This design comes from an exercise in tuning for small area, a short achievable clock period and few clock cycles per item on the open sky130 flow, not from production work.
In this exercise RTL edits were held to simulation tests only and were not proved equivalent to the original.
Power figures rest on the tool's default switching activity, not on a simulated workload.

==> job 3278: inputs <==
// alu_seq_core
module alu_seq_core #(
  parameter int unsigned WIDTH    = 32,
  parameter int unsigned MULT_LAT = 3
) (
  input  logic                 clk,
  input  logic                 reset,
  input  logic                 start,
  input  logic [2:0]           op,
  input  logic [WIDTH-1:0]     A,
  input  logic [WIDTH-1:0]     B,
  output logic                 busy,
  output logic                 done,
  output logic [2*WIDTH-1:0]   result,
  output logic                 err
);
  localparam logic [2:0] OP_NOP = 3'b000;
  localparam logic [2:0] OP_ADD = 3'b001;
  localparam logic [2:0] OP_AND = 3'b010;
  localparam logic [2:0] OP_XOR = 3'b011;
  localparam logic [2:0] OP_MUL = 3'b100;
  localparam logic [2:0] OP_SUB = 3'b101;
  assign busy = 1'b0;
  logic is_mul, is_add, is_sub, is_and, is_xor, is_nop, is_ill, is_as;
  assign is_mul = (op == OP_MUL);
  assign is_add = (op == OP_ADD);
  assign is_sub = (op == OP_SUB);
  assign is_and = (op == OP_AND);
  assign is_xor = (op == OP_XOR);
  assign is_nop = (op == OP_NOP);
  assign is_ill = op[2] & op[1];
  assign is_as  = is_add | is_sub;
  logic [31:0] ax_d, y_d;
  logic [16:0] x1_d;
  logic [15:0] x2_d, neg_d;
  logic [33:0] bx;
  assign bx = {2'b00, B};
  always_comb begin
    ax_d = is_mul ? A :
           is_as  ? B :
           is_and ? (A & B) :
           is_xor ? (A ^ B) : 32'h0;
    y_d  = is_as ? A : 32'h0;
    for (int j = 0; j < 16; j++) begin
      logic b2, b1, b0;
      b2 = bx[2*j+1];
      b1 = bx[2*j];
      b0 = (j == 0) ? 1'b0 : bx[2*j-1];
      x1_d[j]  = is_mul & (b1 ^ b0);
      x2_d[j]  = is_mul & ((b2 & ~b1 & ~b0) | (~b2 & b1 & b0));
      neg_d[j] = is_mul & b2 & ~(b1 & b0);
    end
    x1_d[16] = is_mul & B[31];
    x1_d[0]  = x1_d[0] | is_as | is_and | is_xor;
  ...
Settings: LEC_CHECK=0, CAP_MARGIN=20, CORE_MARGIN=2, CORE_UTILIZATION=40, CTS_BUF_LIST=sky130_fd_sc_hd__clkbuf_4 sky130_fd_sc_hd__clkbuf_8, SLEW_MARGIN=20; clock period 9.0 ns.
standard.sh (not shown) runs the stock make flow with config.mk's settings and CLKGATE_MAP_FILE= SYNTH_SCRIPT=/design/flow/synth_recipe.tcl, a recipe that flattens the netlist after the stock synthesis.
==> flow/flow/run.sh <==
#!/bin/bash
# The standard layout (standard.sh), with two layout choices changed:
#  - the timing repair aims at the slack margin in flow/margin.txt
#  - ports are buffered with buf_1 cells instead of the default choice
# The SDC, clock period and all constraints are unchanged.
set -o pipefail
bash standard.sh SETUP_SLACK_MARGIN=$(cat flow/margin.txt) \
  "BUFFER_PORTS_ARGS=-buffer_cell sky130_fd_sc_hd__buf_1" finish > make.log 2>&1
==> flow/flow/margin.txt <==
5.0
==> inputs of job 3559, as changes to job 3278 <==
==> flow/flow/run.sh (replaced) <==
#!/bin/bash
# The standard layout, with the timing repair aiming below the clock
# period (the SDC, clock period and all constraints are unchanged).
set -o pipefail
bash standard.sh SETUP_SLACK_MARGIN=$(cat flow/margin.txt) finish > make.log 2>&1
==> flow/flow/margin.txt (replaced) <==
5.7
--- a/flow/config.mk
+++ b/flow/config.mk
@@ -6,7 +6,6 @@
 export NUM_CORES = 4
 export LEC_CHECK = 0
 export CAP_MARGIN = 20
 export CORE_MARGIN = 2
 export CORE_UTILIZATION = 40
-export CTS_BUF_LIST = sky130_fd_sc_hd__clkbuf_4 sky130_fd_sc_hd__clkbuf_8
 export SLEW_MARGIN = 20
==> inputs of job 8548, as changes to job 3278 <==
--- a/flow/design.v
+++ b/flow/design.v
@@ -84,25 +84,21 @@
     ill2 <= ill1;
     cs0_q <= cs0_d;
     cs1_q <= cs1_d;
     cs2_q <= cs2_d;
   end
-  logic hp, ld;
-  assign ld = v2 & (~nop2 | ~hp);
   always_ff @(posedge clk or posedge reset) begin
     if (reset) begin
-      done <= 1'b0;
-      hp   <= 1'b0;
+      done   <= 1'b0;
+      err    <= 1'b0;
+      result <= '0;
     end else begin
       done <= v2;
-      hp   <= hp | v2;
+      err  <= ill2;
+      if (v2 && !nop2) result <= fin_s + fin_c;
     end
   end
-  always_ff @(posedge clk) begin
-    err <= ill2;
-    if (ld) result <= fin_s + fin_c;
-  end
   logic pp1;
   logic pp2;
   logic pp3;
   logic pp4;
   logic pp5;
==> flow/run.sh (new file) <==
#!/bin/bash
# synth_recipe.tcl (not shown) runs the flow's synth.tcl, then flattens the netlist and writes it again
# the make line also repeats each setting of config.mk as NAME=value (left out here)
make -C /OpenROAD-flow-scripts/flow DESIGN_CONFIG=/design/flow/config.mk WORK_HOME=/design/flow/orfs CLKGATE_MAP_FILE= SYNTH_SCRIPT=/design/flow/synth_recipe.tcl finish
--- a/flow/config.mk
+++ b/flow/config.mk
@@ -6,7 +6,7 @@
 export NUM_CORES = 4
 export LEC_CHECK = 0
 export CAP_MARGIN = 20
 export CORE_MARGIN = 2
 export CORE_UTILIZATION = 40
-export CTS_BUF_LIST = sky130_fd_sc_hd__clkbuf_4 sky130_fd_sc_hd__clkbuf_8
+export SETUP_SLACK_MARGIN = 5
 export SLEW_MARGIN = 20
removed: flow/flow/run.sh
removed: flow/flow/margin.txt
removed: flow/standard.sh
==> run summary <==
- Clock-buffer cell count: job 8548 is higher than job 3559 (3).
- Register-to-register slack: job 3559 > job 3278 > job 8548.
- The highest setup slack belongs to job 3559, the lowest to job 8548.
- Clock power is about the same in job 3559 and job 3278.
- In job 3278 the synthesized cell count is lower than in job 8548, by 2.0%.
Testbench counts of job 3278, summed over its fixed seeds: cycles 24,024, items 24,000.
Testbench counts of job 3559, summed over its fixed seeds: cycles 24,024, items 24,000.
Testbench counts of job 8548, summed over its fixed seeds: cycles 24,024, items 24,000.

---

==> job 7160 <==
alu_seq_core, a different RTL version from the one above (not shown whole).
Design alu_seq_core, start of the top module:
module alu_seq_core #(
  parameter int unsigned WIDTH    = 32,
  parameter int unsigned MULT_LAT = 3
) (
  input  logic                 clk,
  input  logic                 reset,
  input  logic                 start,
  input  logic [2:0]           op,
  input  logic [WIDTH-1:0]     A,
  input  logic [WIDTH-1:0]     B,
  output logic                 busy,
  output logic                 done,
  output logic [2*WIDTH-1:0]   result,
  output logic                 err
);
  localparam logic [2:0] OP_NOP = 3'b000;
  localparam logic [2:0] OP_ADD = 3'b001;
  localparam logic [2:0] OP_AND = 3'b010;
  localparam logic [2:0] OP_XOR = 3'b011;
  localparam logic [2:0] OP_MUL = 3'b100;
  localparam logic [2:0] OP_SUB = 3'b101;
  assign busy = 1'b0;
  logic is_mul, is_add, is_sub, is_and, is_xor, is_nop, is_ill, is_as;
  assign is_mul = (op == OP_MUL);
  assign is_add = (op == OP_ADD);
  assign is_sub = (op == OP_SUB);
  assign is_and = (op == OP_AND);
  assign is_xor = (op == OP_XOR);
  assign is_nop = (op == OP_NOP);
  assign is_ill = op[2] & op[1];
  assign is_as  = is_add | is_sub;
  logic [31:0] ax_d, y_d;
  logic [33:0] t_d;
  logic [10:0] x1_d;
  logic [10:0] x2_d, x3_d, x4_d, neg_d;
  logic [34:0] bx;
  assign bx = {3'b000, B};
  assign t_d = {2'b00, A} + {1'b0, A, 1'b0};
  always_comb begin
    ax_d = is_mul ? A :
           is_as  ? B :
           is_and ? (A & B) :
           is_xor ? (A ^ B) : 32'h0;
    y_d  = is_as ? A : 32'h0;
    for (int j = 0; j < 11; j++) begin
      logic b3, b2, b1, b0;
      logic [3:0] pat;
      b3 = bx[3*j+2];
      b2 = bx[3*j+1];
      b1 = bx[3*j];
      b0 = (j == 0) ? 1'b0 : bx[3*j-1];
      pat = {b3, b2, b1, b0};
      x1_d[j]  = is_mul & (pat == 4'b0001 || pat == 4'b0010 || pat == 4'b1101 || pat == 4'b1110);
      x2_d[j]  = is_mul & (pat == 4'b0011 || pat == 4'b0100 || pat == 4'b1011 || pat == 4'b1100);
  ...
clock: 9.0 ns
lec_check: 0
cap_margin: 20
core_margin: 2
core_utilization: 40
slew_margin: 20
==> flow/flow/run.sh <==
#!/bin/bash
# The standard layout (standard.sh) with these layout choices changed:
#  - after the standard synthesis, flow/polarity.py removes inverters around
#    full-adder cells (a full adder with all inputs and outputs complemented is
#    the same function) and swaps xor2/xnor2 where that saves an inverter;
#    registers are not touched
#  - the timing repair aims at the slack margin in flow/margin.txt
#  - ports are buffered with buf_1 cells
#  - clock tree synthesis inserts no dummy loads
# The SDC, clock period and all constraints are unchanged.
set -o pipefail
R=$PWD/orfs/results/sky130hd/alu_seq_core/base
ARGS=(SETUP_SLACK_MARGIN=$(cat flow/margin.txt) "BUFFER_PORTS_ARGS=-buffer_cell sky130_fd_sc_hd__buf_1"
      "CTS_ARGS=-sink_clustering_enable -repair_clock_nets -dont_use_dummy_load")
bash standard.sh "${ARGS[@]}" $R/1_2_yosys.v > make_synth.log 2>&1 || exit 1
cp $R/1_2_yosys.v yosys_standard.v
python3 flow/polarity.py yosys_standard.v $R/1_2_yosys.v > polarity.log 2>&1 || exit 1
bash standard.sh "${ARGS[@]}" finish > make.log 2>&1
==> flow/flow/polarity.py <==
#!/usr/bin/env python3
"""Remove inverters around full-adder cells in a Yosys-written sky130 netlist.

A full adder is self-dual: FA(~a,~b,~c) = ~FA(a,b,c) for both outputs. So a
fa cell can be 'flipped' (every input complemented, both outputs read as
complemented) without changing the logic. This picks flips greedily to
minimise the number of inv_1 cells needed, then rewrites the netlist with one
inverter per signal that is still needed in complemented form.

usage: polarity.py IN.v OUT.v
"""
import re, sys, collections

src = open(sys.argv[1]).read()
OUTPINS = {"X", "Y", "Q", "Q_N", "SUM", "COUT", "HI", "LO"}
INV = "sky130_fd_sc_hd__inv_1"
FA = re.compile(r"sky130_fd_sc_hd__fa_\d+$")

m = re.search(r"^module\s+(\S+)\s*\((.*?)\);(.*?)^endmodule", src, re.S | re.M)
body = m.group(3)
cell_re = re.compile(r"^\s*(sky130_fd_sc_hd__\w+)\s+(\S+)\s*\((.*?)\);\s*$", re.S | re.M)
pin_re = re.compile(r"\.(\w+)\(\s*(.*?)\s*\)(?=\s*[,)]|\s*$)", re.S)

def norm(n):
    n = n.strip()
    return n

cells = []
spans = []
for cm in cell_re.finditer(body):
    typ, name, pbody = cm.group(1), cm.group(2), cm.group(3)
    pins = {}
    for pm in re.finditer(r"\.(\w+)\(([^()]*)\)", pbody):
        pins[pm.group(1)] = norm(pm.group(2))
    cells.append([typ, name, pins])
    spans.append((cm.start(), cm.end()))

ports = set()
for pm in re.finditer(r"^\s*(output|input)\s+(?:\[[^\]]*\]\s*)?(\S+?)\s*;", body, re.M):
    ports.add(pm.group(2))
assign_nets = set()
for am in re.finditer(r"^\s*assign\s+(.*?)\s*=\s*(.*?)\s*;", body, re.M):
    for side in (am.group(1), am.group(2)):
        for tok in re.findall(r"\\\S+|[A-Za-z_][\w$]*(?:\[\d+\])?", side):
            assign_nets.add(tok)

def esc(n):
    return n + " " if n.startswith("\\") else n

def port_base(n):
    return re.sub(r"\[\d+\]$", "", n.lstrip("\\"))

def is_fixed_net(n):
    return n in assign_nets or port_base(n) in ports or n.lstrip("\\") in ports

driver = {}
for i, (typ, name, pins) in enumerate(cells):
    for p, n in pins.items():
        if p in OUTPINS:
            driver[n] = (i, p)

# removable inverters: inv_1 whose output is an ordinary internal net
removable = set()
for i, (typ, name, pins) in enumerate(cells):
    if typ == INV and not is_fixed_net(pins["Y"]) and not is_fixed_net(pins["A"]):
        removable.add(i)

def lit(n, depth=0):
    d = driver.get(n)
    if d is not None and d[0] in removable and depth < 50:
        r, q = lit(cells[d[0]][2]["A"], depth + 1)
        return r, q ^ 1
    return n, 0

fas = [i for i, c in enumerate(cells) if FA.match(c[0])]
XSWAP = {"sky130_fd_sc_hd__xor2_1": "sky130_fd_sc_hd__xnor2_1",
         "sky130_fd_sc_hd__xnor2_1": "sky130_fd_sc_hd__xor2_1"}
xs = [i for i, c in enumerate(cells) if c[0] in XSWAP and not is_fixed_net(c[2].get("X", c[2].get("Y", "")))]
fa_out = {}   # root net -> flippable cell index (fa or xor2/xnor2)
for i in fas:
    for p in ("SUM", "COUT"):
        fa_out[cells[i][2][p]] = i
for i in xs:
    p = "X" if "X" in cells[i][2] else "Y"
    fa_out[cells[i][2][p]] = i

# consumers: (cell index, pin) for every input pin of a kept cell
consumers = []   # (ci, pin, root, q)
for i, (typ, name, pins) in enumerate(cells):
    if i in removable:
        continue
    for p, n in pins.items():
        if p in OUTPINS:
            continue
        r, q = lit(n)
        consumers.append((i, p, r, q))
# nets read by assigns / ports through removable inverters stay as they are
flip = collections.defaultdict(int)
by_root = collections.defaultdict(list)
by_cell = collections.defaultdict(list)
for k, (ci, p, r, q) in enumerate(consumers):
    by_root[r].append(k)
    by_cell[ci].append(k)

def demand(k):
    ci, p, r, q = consumers[k]
    if ci in fa_set and flip[ci]:
        q ^= 1
    f = fa_out.get(r)
    if f is not None and flip[f]:
        q ^= 1
    return q

fa_set = set(fas)
def root_cost(r):
    return 1 if any(demand(k) for k in by_root[r]) else 0

def cost_roots(i):
    c = cells[i][2]
    if i in fa_set:
        roots = set(consumers[k][2] for k in by_cell[i])
        roots.add(c["SUM"]); roots.add(c["COUT"])
    else:
        roots = {c["X"] if "X" in c else c["Y"]}
    return roots

total0 = sum(root_cost(r) for r in by_root)
changed = True
it = 0
while changed and it < 50:
    changed = False
    it += 1
    for i in fas + xs:
        rs = cost_roots(i)
        before = sum(root_cost(r) for r in rs)
        flip[i] ^= 1
        after = sum(root_cost(r) for r in rs)
        if after < before:
            changed = True
        else:
            flip[i] ^= 1
total1 = sum(root_cost(r) for r in by_root)
sys.stderr.write("xor/xnor swapped %d of %d\n" % (sum(flip[i] for i in xs), len(xs)))
sys.stderr.write("inverters needed: %d -> %d (removable inverters were %d), flipped %d of %d fa\n"
                 % (total0, total1, len(removable), sum(flip[i] for i in fas), len(fas)))

# rewrite
invnet = {}
newcells = []
for r in by_root:
    if any(demand(k) for k in by_root[r]):
        nm = "polinv_%d" % len(invnet)
        invnet[r] = nm + "_y"
        newcells.append("  %s %s (\n    .A(%s),\n    .Y(%s)\n  );\n" % (INV, nm, esc(r), invnet[r]))
for k, (ci, p, r, q) in enumerate(consumers):
    cells[ci][2][p] = invnet[r] if demand(k) else r

out = []
pos = 0
for i, (s, e) in enumerate(spans):
    out.append(body[pos:s])
    if i not in removable:
        typ, name, pins = cells[i]
        if flip[i] and typ in XSWAP:
            typ = XSWAP[typ]
            pins = {("Y" if p == "X" else "X" if p == "Y" else p): n for p, n in pins.items()}
        conn = ",\n".join("    .%s(%s)" % (p, esc(n)) for p, n in pins.items())
        out.append("\n  %s %s (\n%s\n  );" % (typ, name, conn))
    pos = e
out.append(body[pos:])
newbody = "".join(out)
decl = "".join("  wire %s;\n" % n for n in invnet.values())
res = src[:m.start(3)] + "\n" + decl + newbody + "".join(newcells) + src[m.end(3):]
open(sys.argv[2], "w").write(res)
Other scripts of this flow, unchanged in this note and not shown: flow/flow/margin.txt
==> job 9116: changes against job 7160 <==
--- a/flow/flow/run.sh
+++ b/flow/flow/run.sh
@@ -4,13 +4,15 @@
 #    full-adder cells (a full adder with all inputs and outputs complemented is
 #    the same function) and swaps xor2/xnor2 where that saves an inverter;
-#    registers are not touched
+#    registers are not touched; it avoids leaving an inverter in front of a
+#    register input where it can
 #  - the timing repair aims at the slack margin in flow/margin.txt
 #  - ports are buffered with buf_1 cells
-#  - clock tree synthesis inserts no dummy loads
+#  - clock tree synthesis inserts no dummy loads and clusters up to 32 sinks
+#    per leaf buffer
 # The SDC, clock period and all constraints are unchanged.
 set -o pipefail
 R=$PWD/orfs/results/sky130hd/alu_seq_core/base
 ARGS=(SETUP_SLACK_MARGIN=$(cat flow/margin.txt) "BUFFER_PORTS_ARGS=-buffer_cell sky130_fd_sc_hd__buf_1"
-      "CTS_ARGS=-sink_clustering_enable -repair_clock_nets -dont_use_dummy_load")
+      "CTS_ARGS=-sink_clustering_enable -repair_clock_nets -dont_use_dummy_load -sink_clustering_size 32 -sink_clustering_max_diameter 150")
 bash standard.sh "${ARGS[@]}" $R/1_2_yosys.v > make_synth.log 2>&1 || exit 1
 cp $R/1_2_yosys.v yosys_standard.v
--- a/flow/flow/polarity.py
+++ b/flow/flow/polarity.py
@@ -113,6 +113,13 @@
 
 fa_set = set(fas)
+FLOP = re.compile(r"sky130_fd_sc_hd__(dfxtp|dfrtp|edfxtp|dfstp|dfbbp|dfxbp)_\d+$")
 def root_cost(r):
-    return 1 if any(demand(k) for k in by_root[r]) else 0
+    c = 0
+    for k in by_root[r]:
+        if demand(k):
+            c = 1
+            if FLOP.match(cells[consumers[k][0]][0]) and consumers[k][1] == "D":
+                return 3
+    return c
 
 def cost_roots(i):
@@ -141,4 +148,6 @@
             flip[i] ^= 1
 total1 = sum(root_cost(r) for r in by_root)
+nd = sum(1 for r in by_root if root_cost(r) == 3)
+sys.stderr.write("inverters feeding flop D: %d\n" % nd)
 sys.stderr.write("xor/xnor swapped %d of %d\n" % (sum(flip[i] for i in xs), len(xs)))
 sys.stderr.write("inverters needed: %d -> %d (removable inverters were %d), flipped %d of %d fa\n"
==> comparison <==
Between job 7160 and job 9116, the lower worst hold slack is in job 7160 (gap 16 ps). Sequential cell count is the same in job 7160 and job 9116. In job 7160 the non-clock buffer count is higher than in job 9116, by 11. Against job 9116, the worst setup slack of job 7160 is higher by 2.8 ps. Between job 7160 and job 9116, the lower count of clock-buffer cells in the layout is in job 9116 (gap 26). In job 9116 the synthesized cell count is higher than in job 7160, by 0.32%. Core utilization: job 7160 is higher than job 9116 (1.2 points).
Testbench counts of job 7160, summed over its fixed seeds: cycles 24,024, items 24,000.
Testbench counts of job 9116, summed over its fixed seeds: cycles 24,024, items 24,000.

static timing again, ports no longer ideal:
The results above use ideal ports. As a check the final layouts listed here were re-extracted and re-timed, cells and wires unchanged. Step 1: set_driving_cell puts a clkbuf_16 on clk and a buf_2 on each other input, an assumption about the parent block. Step 2 adds t to the input delays and takes it off the output delays; t is the mean of the earliest and latest rising clock arrival at the registers after step 1. Input paths then give back, and output paths get back, about the clock's delay inside the block. Three values: no drivers, after step 1, after step 2; two values: the first two.
run	t (ns)	slack for setup (ns)	worst setup path at the end	worst data-port slew with drivers (ns)	pins driven straight from the clock port
job 3278	0.774	5.054 / 5.054 / 5.054	register to register	0.11	1
job 3559	0.688	5.173 / 5.173 / 5.173	register to register	0.09	1
job 8548	0.683	5.008 / 5.008 / 4.661	input to register	0.06	1
job 7160	0.627	5.030 / 5.030 / 4.502	input to register	0.08	1
job 9116	0.619	5.027 / 5.027 / 4.563	input to register	0.08	1
After both steps every run listed still meets setup and hold. The setup slack of job 7160, which loses most, moves by 0.000 ns with the drivers and by -0.528 ns with both steps.
